From an optimization exercise on the open Yosys and OpenROAD flow, aimed at small area and a short achievable clock period; shortcuts taken in it are not production practice. The RTL was checked by simulation tests, not by an equivalence proof against the original design. No activity file was given, so power comes from the tool's default toggle rates.

== build 42 ==
// emac_tx_top
module emac_tx_top (
  input  logic                       tx_clk_i,
  input  logic                       reset_i,
  input  logic                       wr_en_i,
  input  logic                       rd_en_i,
  input  logic [emac_pkg::ADR_W-1:0] adr_i,
  input  emac_pkg::word_t            wr_data_i,
  output emac_pkg::word_t            rd_data_o,
  output logic                       tx_en_o,
  output emac_pkg::byte_t            tx_d_o
);
For scale: ~5,000 cells after synthesis, about 2,500 flip-flops, about 88 I/O pins, ~67,000 um^2 of cells after synthesis.
clock: 5.4 ns
lec_check: 0
abc_clock_period_in_ps: 2400
cap_margin: 20
core_margin: 2
core_utilization: 40
setup_slack_margin: 3.3
slew_margin: 20
standard.sh (not shown) runs the stock make flow with config.mk's settings and CLKGATE_MAP_FILE= SYNTH_SCRIPT=/design/flow/synth_recipe.tcl, a recipe that flattens the netlist after the stock synthesis.
==> flow/flow/run.sh <==
#!/bin/bash
# Standard layout, with the port buffers made from buf_4 cells instead of
# the default pick, so the fixed input and output delays are not lengthened.
set -o pipefail
cp standard.sh standard.sh.log.txt 2>/dev/null
export BUFFER_PORTS_ARGS="-buffer_cell sky130_fd_sc_hd__buf_4"
bash standard.sh > standard.log 2>&1
Having completed the whole flow, build 42 delivered a layout that passed the timing, design-rule and antenna checks.
--- input diff build 42..build 15 ---
Settings: CORE_UTILIZATION changed from 40 to 50.
==> flow/flow/run.sh <==
#!/bin/bash
# Standard layout, with the port buffers made from buf_4 cells instead of
# the default pick, and larger clock sink clusters.
set -o pipefail
export BUFFER_PORTS_ARGS="-buffer_cell sky130_fd_sc_hd__buf_4"
export CTS_ARGS="-sink_clustering_enable -repair_clock_nets -sink_clustering_size 24 -sink_clustering_max_diameter 150"
bash standard.sh > standard.log 2>&1
Findings:
Build 15 | status: complete | timing, DRC, antenna: pass. Diff build 42 -> build 15: number of buffers inserted during clock tree synthesis moved down, share of layout cells above drive strength 1 moved down, net switching power of the design moved down, share of the clock period used by the worst path after layout moved down. Build 15 ends up with a maximum ir drop on the vdd rail that is 0.000036 V lower than in build 42. Compared to build 42, the routing of build 15 uses less wire. Compared with build 42, build 15 is the less power-hungry design.
--- input diff build 15..build 77 ---
Settings: CORE_UTILIZATION changed from 50 to 40.
-- flow/flow/run.sh --
<<< build 15, line 6
export CTS_ARGS="-sink_clustering_enable -repair_clock_nets -sink_clustering_size 24 -sink_clustering_max_diameter 150"
>>> build 77, line 6
export CTS_ARGS="-sink_clustering_enable -repair_clock_nets -sink_clustering_size 28 -sink_clustering_max_diameter 180"
Results
Mapped cell area: build 15 vs build 77, no meaningful difference
Relative to build 15, the global-route usage of build 77 is lower by 4.5 points.
Final design utilization, build 77 and build 15: higher on build 15
Against build 15 as the reference, build 77 delivers a lower final worst setup slack.
Top achievable clock speed of build 77 is on par with build 15.
Taking build 15 as 1.0, build 77 lands at 1.06 on count of non-filler cells in the finished layout.
Shortest clock period the worst path allows after layout delta for build 77 relative to build 15: 0.0067 ns higher
Build 15 → build 77: final cell area excluding filler cells held; portion of the clock cycle consumed by the worst path in the final layout held.
### build 77 -> build 48
-- flow/flow/run.sh --
<<< build 77, line 6
export CTS_ARGS="-sink_clustering_enable -repair_clock_nets -sink_clustering_size 28 -sink_clustering_max_diameter 180"
>>> build 48, line 6
export CTS_ARGS="-sink_clustering_enable -repair_clock_nets -sink_clustering_size 20 -sink_clustering_max_diameter 120"
[summary]
Combinational-cell power consumption in build 48 vs build 77: down about 3%
Taking build 77 as 1.0, build 48 lands at 1.05 on total power density per cell area.
As far as count of final setup violators goes, build 77 and build 48 are indistinguishable; the numbers are identical.
Against build 77 as the reference, build 48 delivers a higher initial antenna violation count.
Summary of build 48 over build 77: cell-internal power up about 7%; global-route wire length before repair up 1.2%; routing usage on met3 flat.


## job 101
emac_tx_top, a different RTL version from the one above (not shown whole).
Size in the first run: ~5,000 cells after synthesis, about 88 I/O pins.
## emac_tx_top
module emac_tx_top (
  input  logic                       tx_clk_i,
  input  logic                       reset_i,
  input  logic                       wr_en_i,
  input  logic                       rd_en_i,
  input  logic [emac_pkg::ADR_W-1:0] adr_i,
  input  emac_pkg::word_t            wr_data_i,
  output emac_pkg::word_t            rd_data_o,
  output logic                       tx_en_o,
  output emac_pkg::byte_t            tx_d_o
);
==> flow/config.mk <==
export PLATFORM = sky130hd
export DESIGN_NAME = emac_tx_top
export DESIGN_NICKNAME = emac_tx_top
export VERILOG_FILES = /design/flow/design.v
export SDC_FILE = /design/flow/constraint.sdc
export NUM_CORES = 4
export LEC_CHECK = 0
export ABC_CLOCK_PERIOD_IN_PS = 2400
export CAP_MARGIN = 20
export CORE_MARGIN = 2
export CORE_UTILIZATION = 40
export SETUP_SLACK_MARGIN = 3.1
export SLEW_MARGIN = 20
==> flow/constraint.sdc <==
create_clock -name core_clock -period 5.4 [get_ports {tx_clk_i}]
set_input_delay 1.0800 -clock core_clock [delete_from_list [all_inputs] [get_ports {tx_clk_i}]]
set_output_delay 1.0800 -clock core_clock [all_outputs]
set_load 0.01 [all_outputs]
==> flow/flow/run.sh <==
#!/bin/bash
# Standard layout, with the port buffers made from buf_4 cells instead of
# the default pick, so the fixed input and output delays are not lengthened.
set -o pipefail
cp standard.sh standard.sh.log.txt 2>/dev/null
export BUFFER_PORTS_ARGS="-buffer_cell sky130_fd_sc_hd__buf_4"
bash standard.sh > standard.log 2>&1
Job 101: PASS, flow complete, no timing, DRC or antenna violations
For job 102, these inputs were changed with respect to job 101:
Settings: setting CTS_BUF_LIST to sky130_fd_sc_hd__clkbuf_8 sky130_fd_sc_hd__clkbuf_16 for the first time; changing CORE_UTILIZATION from 40 to 55; setting CTS_CLUSTER_SIZE to 24 for the first time.
Run comparison: job 102 uppermost metal layer occupied by signal nets met5; job 101 uppermost metal layer occupied by signal nets met4. [job 102 vs job 101] aggregate global-route resource usage: higher in job 102. Compared to job 101, job 102 has final wirelength 980 um higher. Relative to job 101, clock period minus final worst setup slack has increased by 0.0061 ns in job 102. Taking job 101 as the reference point, the largest net degree at the start of global routing of job 102 rises by 12%. Comparing count of clock-buffer cells in the layout for job 101 and job 102, the smaller number came from job 102. The area growth from synthesis to layout in job 102 was lower than what job 101 gave. Tap cell count, job 101 and job 102: higher on job 101. Looking at final worst slack, job 102 sits 0.0061 ns lower than job 101 does. Of job 101 and job 102, job 101 shows the higher final cell count, with job 102 below it.

afterwards: timing with drivers on the ports:
The flow's constraints put no driver on any port. The routed layouts listed below were extracted and timed again, unchanged, in two steps. Step 1 sets driving cells, clkbuf_16 on the clock port and buf_2 on the other inputs (assumed; they add their load-dependent delay and slew). Step 2 also shifts input and output timing later by t, the mid clock arrival at the registers, as if the neighbouring blocks saw the same clock. Slacks: no drivers / after step 1 / after step 2; pairs: no drivers / after step 1.
run | t, ns | setup slack, ns | cell pins on the clock port's net
build 42 | 0.903 | 2.890 / 2.812 / 2.501 | 1
build 15 | 0.829 | 2.959 / 2.888 / 2.533 | 1
build 77 | 0.825 | 2.952 / 2.870 / 2.625 | 1
build 48 | 0.863 | 2.921 / 2.841 / 2.510 | 1
job 101 | 0.885 | 2.889 / 2.807 / 2.123 | 1
job 102 | 0.885 | 2.883 / 2.810 / 2.140 | 1
After both steps setup and hold are still met in every run listed. The setup slack of job 101, which loses most, moves by -0.082 ns with the drivers and by -0.766 ns with both steps.
